This design comes from an exercise in tuning for small area, a short achievable clock period and few clock cycles per item on the open sky130 flow, not from production work. At most, simulation tests tie the RTL to the original design; equivalence was not proved. Only the layout flow was run in run 3; the RTL was not checked for function there.

==> flow/design.v, too long to show whole: its modules and the start of the top module <==
// module fp_mul_arbiter: 132 lines
// module mul24_csn: 1596 lines
// module fa_cell: 4 lines
// module ha_cell: 4 lines
// module hai_cell: 4 lines
module fp_mul_arbiter #(
   parameter int unsigned CALC_CYCLES = 1
) (
   input  logic        clk,
   input  logic        rst,
   input  logic        req0_valid,
   input  logic        req1_valid,
   output logic        req0_ready,
   output logic        req1_ready,
   input  logic [31:0] req0_a,
   input  logic [31:0] req0_b,
   input  logic [31:0] req1_a,
   input  logic [31:0] req1_b,
   output logic        rsp_valid,
   input  logic        rsp_ready,
   output logic        rsp_id,
   output logic [31:0] rsp_data,
   output logic        busy
);
  // ...
==> flow/flow/run.sh <==
#!/bin/bash
set -euo pipefail
bash standard.sh "BUFFER_PORTS_ARGS=-buffer_cell sky130_fd_sc_hd__buf_1" finish > make.log 2>&1
==> flow/standard.sh <==
#!/bin/bash
# synth_recipe.tcl (not shown) runs the flow's synth.tcl, then flattens the netlist and writes it again
# the make line also repeats each setting of config.mk as NAME=value (left out here)
make -C /OpenROAD-flow-scripts/flow DESIGN_CONFIG=/design/flow/config.mk WORK_HOME=/design/flow/orfs CLKGATE_MAP_FILE= SYNTH_SCRIPT=/design/flow/synth_recipe.tcl "${@:-finish}"
==> flow/config.mk <==
export PLATFORM = sky130hd
export DESIGN_NAME = fp_mul_arbiter
export DESIGN_NICKNAME = fp_mul_arbiter
export VERILOG_FILES = /design/flow/design.v
export SDC_FILE = /design/flow/constraint.sdc
export NUM_CORES = 4
export LEC_CHECK = 0
export CAP_MARGIN = 20
export CORE_MARGIN = 2
export CORE_UTILIZATION = 40
export SETUP_SLACK_MARGIN = 5
export SLEW_MARGIN = 20
export SYNTH_HIERARCHICAL = 1
==> flow/constraint.sdc <==
create_clock -name core_clock -period 11.0 [get_ports {clk}]
set_input_delay 2.2000 -clock core_clock [delete_from_list [all_inputs] [get_ports {clk}]]
set_output_delay 2.2000 -clock core_clock [all_outputs]
set_load 0.01 [all_outputs]
==> run notes, run 1 <==
Worst setup path
The largest single stage delay on the critical path is 570 ps. STA classifies the critical path startpoint as a flip-flop. The worst setup path is captured at a flip-flop.

The critical path is of the flip-flop to flip-flop type.

Layout
The area of the multi-input gates is 18100 µm². More flip-flops sit in one register than any other, and that register is dr_q. The number of diodes is 0. Buffers outside the clock tree occupy 5.66% of the routed design's cell area. The largest registers in the layout are dr_q x32, a_q x31, b_q x31.

Synthesis
After synthesis, the cell types taking the most area are sky130_fd_sc_hd__fa_1, sky130_fd_sc_hd__edfxtp_1, sky130_fd_sc_hd__nand2_1.

Die
The number of primary I/O pins is 170. The floorplan step defined a die boundary enclosing 67300 µm².

Clocking
The maximum number of buffers from clock root to sink is 2. The count of cells resized by post-cts repair is 1.

Run status
The flow ran to the end and the layout has no timing, DRC or antenna violations.

Timing
The post-route minimum period is 5900 ps. The worst slack on hold paths is 421 ps. Static timing analysis puts the maximum clock frequency at 0.169 GHz.

Of the available clock period, the critical path in the final layout requires 53.7%. The worst path setup slack after routing is 5100 ps.

Placement
The placed instances occupy a cell area of 26100 µm².

Drt
Using the TritonRoute via totals, the vias-per-cell ratio works out to 5.38. The routed design uses 6.90 mm of met3 wire.

Global routing
The number of global-route vias before repair is 20200.
Testbench counts, summed over its fixed seeds: cycles 3,224, items 3,200.
==> inputs of run 2 (changes only) <==
==> flow/run.sh (new file) <==
#!/bin/bash
# synth_recipe.tcl (not shown) runs the flow's synth.tcl, then flattens the netlist and writes it again
# the make line also repeats each setting of config.mk as NAME=value (left out here)
make -C /OpenROAD-flow-scripts/flow DESIGN_CONFIG=/design/flow/config.mk WORK_HOME=/design/flow/orfs CLKGATE_MAP_FILE= SYNTH_SCRIPT=/design/flow/synth_recipe.tcl finish
removed: flow/flow/run.sh
removed: flow/standard.sh
==> run notes, run 2 <==
Placement
Once placement completed, the tool counted placed cells totaling 3443. The half-perimeter wire length after detailed placement is 51.9 mm. The routability-driven placement congestion ratio is 0.898. The total placed instance area is 27100 µm² (+3.9%). During placement, the flow inserted port buffers numbering 169.

Worst setup path
The critical path class is flip-flop to flip-flop. The type of element capturing the critical path is a flip-flop. STA puts the critical path data required time at 11230 ps.

The nature of the critical path startpoint is a flip-flop. The biggest fanout along the worst timing path is 25. Data arrives at the worst endpoint at 6070 ps.

Global routing
The pin count of the biggest net entering global routing is 88. The met3 demand-to-capacity share in global routing is 5.76%. The first global-routing pass estimated 115 mm of wire. In this run the most used layer during global routing was met2. After global routing the overflow that remains totals 0. Global routing consumed, over all layers together, 22.2% of the routing resources.

The global routing usage on met1 is 29.6%. The number of global-route vias before repair is 20500 (+1.4%). The initial antenna violation count came to 0. In the global route stage, met2 resource usage came out at 35.3%.

Drt
The residual antenna-violating net count after detailed routing is 0. The average wire per cell in the routed design is 20.6 µm. The first detailed-routing pass ran for 6 iterations. The DRC violation count after routing is 0. Summed over all layers, the routed wires come to 73.1 mm. The total via count in the routed design is 19100. The number of design-rule violations left by the first detailed-router iteration is 1524. The routed via count divided by cell count was 5.37 (-0.11%).

Run status
The run finished with no timing, DRC or antenna violations.

Timing
Setup violations remaining at the end of the flow were counted as 0. The post-route minimum period is 5840 ps (-65.2 ps). Measured against its own limit, the worst slew margin works out to 21.9%.

The final-report max-slew violation count is 0. The clock skew is 23.5 ps. The actual transition at the worst max-transition pin is 1160 ps. The maximum clock frequency is 0.171 GHz (+1.1%). The hold violation total from the final report is 0. For the final routed database, the setup TNS stands at 0 ps. The portion of the clock cycle consumed by the worst path in the final layout came to 53.1% (-0.59 points).

Setup repair after global routing left no endpoint under its margin.

Synthesis
In the post-synthesis netlist, the biggest area contributors are sky130_fd_sc_hd__fa_1, sky130_fd_sc_hd__edfxtp_1, sky130_fd_sc_hd__nand2_1. The portion of synthesized cell area occupied by the leading cell type is 37.2%. Yosys mapped the design onto 81 distinct sky130hd cell types. The sequential share of the synthesized area is 19.3%.

The dominant cell by count in the synthesized netlist is sky130_fd_sc_hd__nand2_1. The number of flip-flops and latches in the synthesized netlist is 169. In this run, synthesis inferred 165 flip-flops with an integrated enable. Each instance of the synthesized netlist takes up on average 9.95 µm². After synthesis, the share of flip-flops with an asynchronous set or reset is 0%. In this run the cell area of the synthesized design comes to 26100 µm².

The library cell occupying the most area in the post-synthesis netlist is sky130_fd_sc_hd__fa_1. In the synthesized netlist the dominant register cell turns out to be sky130_fd_sc_hd__edfxtp_1. The number of warnings printed during yosys synthesis is 7. After synthesis, the most frequently instantiated cells are sky130_fd_sc_hd__nand2_1, sky130_fd_sc_hd__fa_1, sky130_fd_sc_hd__inv_1. The synthesized instance count is 2622.

Layout
The register bank with the most flops is dr_q. Leaving out fill and tap cells, the most frequent cells in the layout are sky130_fd_sc_hd__nand2_1, sky130_fd_sc_hd__fa_1, sky130_fd_sc_hd__inv_1. The library cell used most frequently in the layout, excluding fill and tap cells, is sky130_fd_sc_hd__nand2_1. The register with the most flip-flops in the layout has 32 of them. The proportion of layout cells with a drive suffix above 1 is 7.23%. The finished cells cover 28600 µm². The number of diodes is 0 (unchanged).

In the final layout, the registers with the most flip-flops are dr_q x32, a_q x31, b_q x31. The number of cells in the finished layout apart from fillers is 3552. From synthesis to final layout, the design area changed by 9.63%. The net total in the final layout is 3407.

Die
The initial core utilization is 40.5%. The number of primary I/O pins came to 170 (unchanged). The die area came to 67300 µm² (unchanged). The width of the chip is 259 µm. The y dimension of the die is 259 µm. The total area inside the core boundary comes to 64500 µm². The floorplan row count is 93.

Clocking
Clock tree synthesis inserted a total of 17 buffers. The number of buffers added to fix hold violations after cts is 0. The H-tree was split into 4 levels. The clock tree from TritonCTS is done.

The clock latency on the worst-skew pair is 490 ps. The tree is rooted in a sky130_fd_sc_hd__clkbuf_16. After clock tree synthesis, the clock-pin slew on the worst setup and hold paths is 80 ps. The maximum number of buffers from clock root to sink is 2 (unchanged). Counting every sink on the clock net gives 169.

Flow run
The number of max-capacitance violations reported is 0.

Worst hold path
The worst hold path belongs to the class flip-flop to flip-flop.
==> run 2: cell counts after synthesis <==
No cell type changed its count.
==> run 2: critical path, stage by stage, from the launching register on <==
cell and delay (ps):
sky130_fd_sc_hd__edfxtp_1 320, sky130_fd_sc_hd__buf_4 350, sky130_fd_sc_hd__nand2_1 140, sky130_fd_sc_hd__fa_1 500, sky130_fd_sc_hd__fa_1 520, sky130_fd_sc_hd__fa_1 410
sky130_fd_sc_hd__fa_1 520, sky130_fd_sc_hd__fa_1 440, sky130_fd_sc_hd__fa_1 550, sky130_fd_sc_hd__inv_1 60, sky130_fd_sc_hd__ha_1 270, sky130_fd_sc_hd__inv_1 50
sky130_fd_sc_hd__inv_1 30, sky130_fd_sc_hd__ha_1 320, sky130_fd_sc_hd__xnor2_1 170, sky130_fd_sc_hd__nor4_1 280, sky130_fd_sc_hd__nand4_1 130, sky130_fd_sc_hd__or4_1 530
==> run 2: stage by stage <==
step           setup slack [ps]  util [%]  hold slack, ps
2_1_floorplan              5450         -             400
3_3_place_gp               4640      42.1             401
3_5_place_dp               4590      42.1             406
4_1_cts                    4980      43.6             422
5_1_grt                    5000      44.4             443
6_report                   5160      44.4             421
==> run 2: kinds of logic after synthesis <==
group                    synth area share, %
other                                 0.0288
multiplexers                           0.240
XOR/XNOR                                3.32
adder cells (fa/ha/maj)                 42.2
buffers and inverters                   11.5
AO/OA/AOI/OAI                           5.99
flip-flops                              19.3
AND/OR/NAND/NOR                         17.4
==> run 2: worst paths after layout <==
check / from / to / slack, ps / depth (start not counted)
max: b_q[10] / stb_q / 5160 / 17
min reg2reg: idb_q / idr_q / 420 / 0
min: idb_q / idr_q / 420 / 0
max reg2reg: b_q[10] / stb_q / 5160 / 17
==> run 2: Yosys stat by module, one instance, submodules excluded <==
module / copies in the design / flops+latches / cells / cell area (µm²)
fp_mul_arbiter: 1 / 169 / 1259 / 11900
mul24_csn: 1 / 0 / 765 / 3920
hai_cell: 23 / 0 / 5 / 27.5
fa_cell: 483 / 0 / 1 / 20.0
==> run 2: repair_timing <==
action | 4_1_cts | 5_1_grt
setup endpoints to repair | 5 | 2
gates resized for setup | 1 | 18
buffers inserted | 34 | 43
==> run 2: cell type report <==
class	count	area, µm²
clock buffer	17	425
fill	6096	35900
clock inverter	15	176
inverter	260	980
tap	855	1070
timing repair buffer	281	2820
multi-input combinational	1955	18100
sequential	169	5030
==> run 2: layer usage <==
metal  up-vias  part of all wire [%]
met2       915                    46
met3       147                   8.8
met1      9614                    42
met5         -                     0
li1       8406                     -
met4         0                   3.3
==> module fp_mul_arbiter, before the edit <==
module fp_mul_arbiter #(
   parameter int unsigned CALC_CYCLES = 1
) (
   input  logic        clk,
   input  logic        rst,
   input  logic        req0_valid,
   input  logic        req1_valid,
   output logic        req0_ready,
   output logic        req1_ready,
   input  logic [31:0] req0_a,
   input  logic [31:0] req0_b,
   input  logic [31:0] req1_a,
   input  logic [31:0] req1_b,
   output logic        rsp_valid,
   input  logic        rsp_ready,
   output logic        rsp_id,
   output logic [31:0] rsp_data,
   output logic        busy
);
   logic        ptr_q;
   logic        adv, grant1, acc;
   logic        va_q, ida_q, sga_q;
   logic [30:0] a_q, b_q;
   logic        vb_q, idb_q, sgnb_q, nanb_q, infb_q, zerob_q;
   logic [25:0] sbn_q, cbn_q;  
   logic        cib_q;         
   logic        stb_q;         
   logic [8:0]  esb_q;         
   logic        vr_q, idr_q;
   logic [31:0] dr_q;
   assign adv        = ~(vr_q & ~rsp_ready);
   assign grant1     = req1_valid & (~req0_valid | ptr_q);
   assign req0_ready = ~rst & adv & ~(req1_valid & ptr_q);
   assign req1_ready = ~rst & adv & (ptr_q | ~req0_valid);
   assign acc        = ~rst & adv & (req0_valid | req1_valid);
   assign rsp_valid = vr_q;
   assign rsp_id    = idr_q;
   assign rsp_data  = dr_q;
   assign busy      = va_q | vb_q | vr_q;
   logic [7:0]  e1, e2;
   logic [22:0] f1, f2;
   logic        nan1, nan2, inf1, inf2, zero1, zero2;
   logic [47:0] cs_sn, cs_cn, cs_s, cs_c;
   logic [22:0] lo;
   logic [21:0] zx;
   assign e1    = a_q[30:23];
   assign e2    = b_q[30:23];
   assign f1    = a_q[22:0];
   assign f2    = b_q[22:0];
   assign nan1  = (e1 == 8'hFF) && (f1 != 23'd0);
   assign nan2  = (e2 == 8'hFF) && (f2 != 23'd0);
   assign inf1  = (e1 == 8'hFF) && (f1 == 23'd0);
   assign inf2  = (e2 == 8'hFF) && (f2 == 23'd0);
   assign zero1 = (e1 == 8'd0);
   assign zero2 = (e2 == 8'd0);
   mul24_csn u_mul (.x(f1), .y(f2), .sn(cs_sn), .cn(cs_cn));
   assign cs_s = ~cs_sn;
   assign cs_c = ~cs_cn;
   assign lo = {1'b0, cs_s[21:0]} + {1'b0, cs_c[21:0]};
   assign zx = (cs_s[21:0] ^ cs_c[21:0]) ^ {cs_s[20:0] | cs_c[20:0], 1'b0};
   logic [26:0]       pbx;
   logic [25:0]       pb;     
   logic              p47, rnd0, rnd1, ovf0, ovf1, huge, tiny;
   logic [22:0]       inc0, inc1, frac;
   logic [9:0]        ex0, ex1, ex2, ex;
   logic [31:0]       res;
   assign pbx  = {~sbn_q, 1'b1} + {~cbn_q, cib_q};
   assign pb   = pbx[26:1];
   assign p47  = pb[25];
   assign inc0 = pb[23:1] + 23'd1;
   assign inc1 = pb[24:2] + 23'd1;
   assign rnd0 = pb[0] & (stb_q | pb[1]);
   assign rnd1 = pb[1] & (stb_q | pb[0] | pb[2]);
   assign ovf0 = rnd0 & (&pb[24:1]);
   assign ovf1 = rnd1 & (&pb[24:2]);
   assign ex0  = {1'b0, esb_q} - 10'd127;
   assign ex1  = {1'b0, esb_q} - 10'd126;
   assign ex2  = {1'b0, esb_q} - 10'd125;
   always_comb begin
      if (p47) begin
         frac = rnd1 ? inc1 : pb[24:2];
         ex   = ovf1 ? ex2 : ex1;
      end else begin
         frac = rnd0 ? inc0 : pb[23:1];
         ex   = ovf0 ? ex1 : ex0;
      end
      huge = ~ex[9] & (ex[8] | (&ex[7:0]));    
      tiny = ex[9] | (ex == 10'd0);            
      if (nanb_q) begin
         res = 32'h7FC0_0000;
      end else if (infb_q || huge) begin
         res = {sgnb_q, 8'hFF, 23'd0};
      end else if (zerob_q || tiny) begin
         res = {sgnb_q, 31'd0};
      end else begin
         res = {sgnb_q, ex[7:0], frac};
      end
   end
   always_ff @(posedge clk) begin
      if (rst) begin
         ptr_q <= 1'b0;
         va_q  <= 1'b0;
         vb_q  <= 1'b0;
         vr_q  <= 1'b0;
      end else if (adv) begin
         if (acc) ptr_q <= ~grant1;
         va_q <= acc;
         vb_q <= va_q;
         vr_q <= vb_q;
      end
   end
   always_ff @(posedge clk) begin
      if (adv) begin
         ida_q   <= grant1;
         sga_q   <= grant1 ? (req1_a[31] ^ req1_b[31]) : (req0_a[31] ^ req0_b[31]);
         a_q     <= grant1 ? req1_a[30:0] : req0_a[30:0];
         b_q     <= grant1 ? req1_b[30:0] : req0_b[30:0];
         idb_q   <= ida_q;
         sgnb_q  <= sga_q;
         nanb_q  <= nan1 | nan2 | (inf1 & zero2) | (zero1 & inf2);
         infb_q  <= inf1 | inf2;
         zerob_q <= zero1 | zero2;
         esb_q   <= {1'b0, e1} + {1'b0, e2};
         sbn_q   <= cs_sn[47:22];
         cbn_q   <= cs_cn[47:22];
         cib_q   <= lo[22];
         stb_q   <= |zx;
         idr_q   <= idb_q;
         dr_q    <= res;
      end
   end
endmodule
==> inputs of run 3 (changes only) <==
--- a/flow/design.v
+++ b/flow/design.v
@@ -20,11 +20,11 @@
    logic        ptr_q;
    logic        adv, grant1, acc;
-   logic        va_q, ida_q, sga_q;
-   logic [30:0] a_q, b_q;
+   logic        va_q, ida_q;
+   logic [31:0] a_q, b_q;
    logic        vb_q, idb_q, sgnb_q, nanb_q, infb_q, zerob_q;
-   logic [25:0] sbn_q, cbn_q;  
-   logic        cib_q;         
-   logic        stb_q;         
-   logic [8:0]  esb_q;         
+   logic [25:0] sb_q, cb_q;   
+   logic        cib_q;        
+   logic        stb_q;        
+   logic [9:0]  eb_q;         
    logic        vr_q, idr_q;
    logic [31:0] dr_q;
@@ -41,5 +41,5 @@
    logic [22:0] f1, f2;
    logic        nan1, nan2, inf1, inf2, zero1, zero2;
-   logic [47:0] cs_sn, cs_cn, cs_s, cs_c;
+   logic [47:0] cs_s, cs_c, cs_sn, cs_cn;
    logic [22:0] lo;
    logic [21:0] zx;
@@ -63,7 +63,8 @@
    logic              p47, rnd0, rnd1, ovf0, ovf1, huge, tiny;
    logic [22:0]       inc0, inc1, frac;
-   logic [9:0]        ex0, ex1, ex2, ex;
+   logic [9:0]        ex0, ex1, ex2;
+   logic [7:0]        expo;
    logic [31:0]       res;
-   assign pbx  = {~sbn_q, 1'b1} + {~cbn_q, cib_q};
+   assign pbx  = {sb_q, 1'b1} + {cb_q, cib_q};
    assign pb   = pbx[26:1];
    assign p47  = pb[25];
@@ -74,8 +75,9 @@
    assign ovf0 = rnd0 & (&pb[24:1]);
    assign ovf1 = rnd1 & (&pb[24:2]);
-   assign ex0  = {1'b0, esb_q} - 10'd127;
-   assign ex1  = {1'b0, esb_q} - 10'd126;
-   assign ex2  = {1'b0, esb_q} - 10'd125;
+   assign ex0  = eb_q;
+   assign ex1  = eb_q + 10'd1;
+   assign ex2  = eb_q + 10'd2;
    always_comb begin
+      logic [9:0] ex;
       if (p47) begin
          frac = rnd1 ? inc1 : pb[24:2];
@@ -85,6 +87,7 @@
          ex   = ovf0 ? ex1 : ex0;
       end
-      huge = ~ex[9] & (ex[8] | (&ex[7:0]));    
-      tiny = ex[9] | (ex == 10'd0);            
+      expo  = ex[7:0];
+      huge   = ~ex[9] & (ex[8] | (&ex[7:0]));    
+      tiny = ex[9] | (ex == 10'd0);           
       if (nanb_q) begin
          res = 32'h7FC0_0000;
@@ -94,5 +97,5 @@
          res = {sgnb_q, 31'd0};
       end else begin
-         res = {sgnb_q, ex[7:0], frac};
+         res = {sgnb_q, expo, frac};
       end
    end
@@ -113,15 +116,14 @@
       if (adv) begin
          ida_q   <= grant1;
-         sga_q   <= grant1 ? (req1_a[31] ^ req1_b[31]) : (req0_a[31] ^ req0_b[31]);
-         a_q     <= grant1 ? req1_a[30:0] : req0_a[30:0];
-         b_q     <= grant1 ? req1_b[30:0] : req0_b[30:0];
+         a_q     <= grant1 ? req1_a : req0_a;
+         b_q     <= grant1 ? req1_b : req0_b;
          idb_q   <= ida_q;
-         sgnb_q  <= sga_q;
+         sgnb_q  <= a_q[31] ^ b_q[31];
          nanb_q  <= nan1 | nan2 | (inf1 & zero2) | (zero1 & inf2);
          infb_q  <= inf1 | inf2;
          zerob_q <= zero1 | zero2;
-         esb_q   <= {1'b0, e1} + {1'b0, e2};
-         sbn_q   <= cs_sn[47:22];
-         cbn_q   <= cs_cn[47:22];
+         eb_q    <= {2'b00, e1} + {2'b00, e2} - 10'd127;
+         sb_q    <= cs_s[47:22];
+         cb_q    <= cs_c[47:22];
          cib_q   <= lo[22];
          stb_q   <= |zx;
==> run notes, run 3 <==
Timing
The actual transition at the worst max-transition pin is 1150 ps (-15.5 ps). The clock skew was 18.4 ps (-5.04 ps). The hold violation total from the final report is 0 (unchanged).

The portion of the clock cycle consumed by the worst path in the final layout came to 53.0% (about the same). The maximum clock frequency was 0.171 GHz (about the same). Setup repair after global routing left no endpoint under its margin.

The final setup violation count is 0 (unchanged). The final-report max-slew violation count is 0 (unchanged). The worst slew slack as a fraction of its limit is 23.1% (+1.2 points).

The final sum of negative setup slack was 0 ps (unchanged). The post-route minimum period is 5830 ps (-5.72 ps).

Global routing
The global-route wire length before repair is 111 mm (-3.3%). The remaining global-route overflow came to 0 (unchanged). The initial antenna violation count came to 0 (unchanged). The number of global-route vias before repair is 20100 (-1.7%). The pin count of the biggest net entering global routing is 68 (-23%). The total routing usage reported by global routing is 21.5% (-0.73 points).

Clocking
The maximum number of buffers from clock root to sink came to 2 (unchanged). The root buffer cell chosen for the clock tree is sky130_fd_sc_hd__clkbuf_16. The CTS buffer count is 17 (unchanged). The CTS H-tree depth came to 4 (unchanged). The number of buffers added to fix hold violations after cts is 0 (unchanged). The clock edge transition at the registers on the reported setup and hold paths was 70 ps (about the same).

The clock latency on the worst-skew pair is 480 ps (about the same). The total clock sinks is 171 (+1.2%). The clock tree from TritonCTS is done.

Layout
In the final layout, the registers with the most flip-flops are a_q x32, b_q x32, dr_q x32. The proportion of layout cells with a drive suffix above 1 is 6.99% (-0.24 points). The area of the multi-input gates is 18000 µm² (-0.77%). The net total in the final layout is 3348 (-1.7%). The synthesis-to-finish area growth is 9.82%. The filler cell count is 6027 (-1.1%). The register area is 5090 µm² (+1.2%). The area of all placed cells without fillers is 28300 µm² (-1.1%).

The library cell used most frequently in the layout, excluding fill and tap cells, is sky130_fd_sc_hd__nand2_1. In the layout the commonest cells are sky130_fd_sc_hd__nand2_1, sky130_fd_sc_hd__fa_1, sky130_fd_sc_hd__inv_1. The number of diodes was 0 (unchanged).

Worst setup path
The logic depth of the worst register-to-register path is 17 (unchanged). The type of element capturing the critical path is a primary output. The critical path is of the input pin to primary output type. The number of gates on the worst path with buffers counted is 4 (-13). The required time of the worst setup path was 8800 ps (-2430 ps). Traced cell by cell, the critical path runs through clkdlybuf4s50_1 > nor2b_1 > a211oi_1 > clkdlybuf4s50_1. On the critical path the largest part of the delay comes from buffers and inverters. The data arrival time of the critical path is 3630 ps (-2440 ps). The number of buffer and inverter instances along the worst setup path is 2 (-2). On the critical path, the stage with the largest delay is an instance of sky130_fd_sc_hd__clkdlybuf4s50_1. The delay contributed by the slowest stage of the critical path is 500 ps (-50 ps).

By instance count, the cell type seen most on the critical path is sky130_fd_sc_hd__clkdlybuf4s50_1. The biggest fanout along the worst timing path is 6 (-76%). The worst setup path is launched from an input pin.

Synthesis
The number of warnings printed during yosys synthesis is 7 (unchanged). The sequential share of the synthesized area is 19.8% (+0.49 points). After synthesis, the most frequently instantiated cells are sky130_fd_sc_hd__nand2_1, sky130_fd_sc_hd__fa_1, sky130_fd_sc_hd__inv_1. The share of flip-flops with an asynchronous set or reset after synthesis is 0% (unchanged).

The most instantiated flip-flop cell in the synthesis netlist is sky130_fd_sc_hd__edfxtp_1. The number of flip-flops and latches in the synthesized netlist is 171 (+1.2%). Sorting the synthesized cells by area gives the leading types as sky130_fd_sc_hd__fa_1, sky130_fd_sc_hd__edfxtp_1, sky130_fd_sc_hd__nand2_1. The portion of synthesized cell area occupied by the leading cell type was 37.7% (+0.49 points). The synthesized instance count came to 2576 (-1.8%). The most common cell in the synthesized netlist is sky130_fd_sc_hd__nand2_1. The unique cell type count in the Yosys netlist is 79 (-2.5%).

The library cell occupying the most area in the post-synthesis netlist is sky130_fd_sc_hd__fa_1. The mapped cell area is 25800 µm² (-1.3%). The number of flops mapped to enable cells by yosys is 167 (+1.2%). The synthesized area per cell is 10.0 µm² (+0.46%).

Die
The die area is 66400 µm² (-1.3%). The y dimension of the die is 258 µm (-0.64%). The floorplan row count is 93 (unchanged). The width of the chip is 258 µm (-0.64%). The number of primary I/O pins is 170 (unchanged). The total core area came to 64000 µm² (-0.72%). The initial core utilization is 40.2% (-0.24 points).

Drt
The routed via count divided by cell count came to 5.36 (-0.25%). The residual antenna-violating net count after detailed routing was 0 (unchanged). The total iterations of the first detailed-routing run was 5 (-1).

The average wire per cell in the routed design is 20.1 µm (-2.3%). The DRC violation count after routing is 0 (unchanged). The total detailed-routing wirelength is 70.1 mm (-4.1%). The number of design-rule violations left by the first detailed-router iteration came to 1492 (-2.1%). The total via count in the routed design is 18700 (-2.0%).

Run status
The run finished with no timing, DRC or antenna violations.

Flow run
The number of max-capacitance violations reported is 0 (unchanged).

Placement
The routability-driven placement congestion ratio is 0.905 (+0.71%). The total placed instance area is 27000 µm² (-0.59%). The half-perimeter wire length after detailed placement is 49.7 mm (-4.3%). The number of buffers inserted by port buffering was 169 (unchanged).

Worst hold path
The class of the tightest hold or removal check is flip-flop to flip-flop. The number of cells traversed by the worst hold path is 0 (unchanged).
-- run 3: timing repair --
item | in CTS | in global routing
pin swaps | 2 | 5
cloned | 1 | 1
resized for setup | 8 | 79
buffers inserted | 14 | 17
hold endpoints to repair | 0 | 0
setup endpoints to repair | 25 | 33
-- run 3: worst register-to-register path: stages (launching register included) --
cell and delay [ps]:
sky130_fd_sc_hd__edfxtp_1 370, sky130_fd_sc_hd__buf_4 180, sky130_fd_sc_hd__fa_1 420, sky130_fd_sc_hd__a21o_1 240, sky130_fd_sc_hd__a221oi_4 380, sky130_fd_sc_hd__buf_4 190, sky130_fd_sc_hd__xnor2_2 150, sky130_fd_sc_hd__nand2_2 120
sky130_fd_sc_hd__or2_4 300, sky130_fd_sc_hd__or4_4 490, sky130_fd_sc_hd__or4_4 590, sky130_fd_sc_hd__or4_4 530, sky130_fd_sc_hd__a2111o_1 470, sky130_fd_sc_hd__a22oi_2 200, sky130_fd_sc_hd__nand4_1 200, sky130_fd_sc_hd__a21oi_4 330
sky130_fd_sc_hd__buf_12 190, sky130_fd_sc_hd__a2111oi_0 120
-- run 3: metrics by stage --
step | hold WS, ps | util (%) | worst slack (ps) | cells
floorplan | 400 | - | 5420 | 2578
global placement | 404 | 42.2 | 4600 | 3422
detailed placement | 409 | 42.2 | 4550 | 3422
CTS | 421 | 43.4 | 5020 | 3469
global route | 420 | 44.2 | 5000 | 3488
finish | 414 | 44.2 | 5170 | 3488
-- run 3: cell families after synthesis --
logic type	synth area share [%]
other	0.0292
and+or+nand+nor	15.7
adders and majority gates	43.0
AOI/OAI and AO/OA	7.04
muxes	0.165
xor gates and xnor gates	2.94
DFF	19.8
buffers and inverters	11.3
-- run 3: routing by layer --
layer | global-route usage (%) | wire length (µm) | up-vias
met5 | 0 | 0 | -
li1 | - | - | 8195
met2 | 34.1 | 32800 | 969
met1 | 29.0 | 28900 | 9354
met3 | 4.24 | 6010 | 173
met4 | 8.98 | 2420 | 0
-- run 3: per-module statistics from Yosys (local to each module, per instance) --
module	times used	area, µm²
fp_mul_arbiter	1	11500
mul24_csn	1	3920
hai_cell	23	27.5
fa_cell	483	20.0
-- run 3: cell type report --
cell class | instances | share of cell area (%)
multi-input combinational | 1921 | 63.5
sequential | 171 | 18.0
timing repair buffer | 252 | 9.22
tap | 855 | 3.78
inverter | 257 | 3.42
clock buffer | 19 | 1.53
clock inverter | 13 | 0.509
-- run 3: worst paths after layout --
check | slack (ps) | from | end
hold reg to reg | 410 | idb_q | idr_q
setup / recovery | 5170 | rsp_ready | req0_ready
hold / removal | 410 | idb_q | idr_q
setup reg to reg | 5230 | cib_q | dr_q[13]

port drivers added, routing unchanged:
No port has a modelled driver above. Below, the same layouts with a new extraction and two added sets of constraints. Step 1, drivers: a clkbuf_16 drives clk and a buf_2 each remaining input, both assumed. Step 2, shift: input delay + t, output delay - t, t = (earliest + latest rising clock arrival at the registers) / 2. This alone moves slack from input paths to output paths. a / b / c = no drivers / after step 1 / after step 2; a / b = the first two.
run | t (ns) | setup slack, ns | worst hold slack (ns)
run 1 | 0.536 | 5.096 / 5.096 / 5.096 | 0.421 / 0.421 / 0.421
run 2 | 0.532 | 5.161 / 5.128 / 5.128 | 0.421 / 0.421 / 0.421
run 3 | 0.532 | 5.167 / 5.134 / 5.134 | 0.414 / 0.414 / 0.414
After both steps every run listed still meets setup and hold.
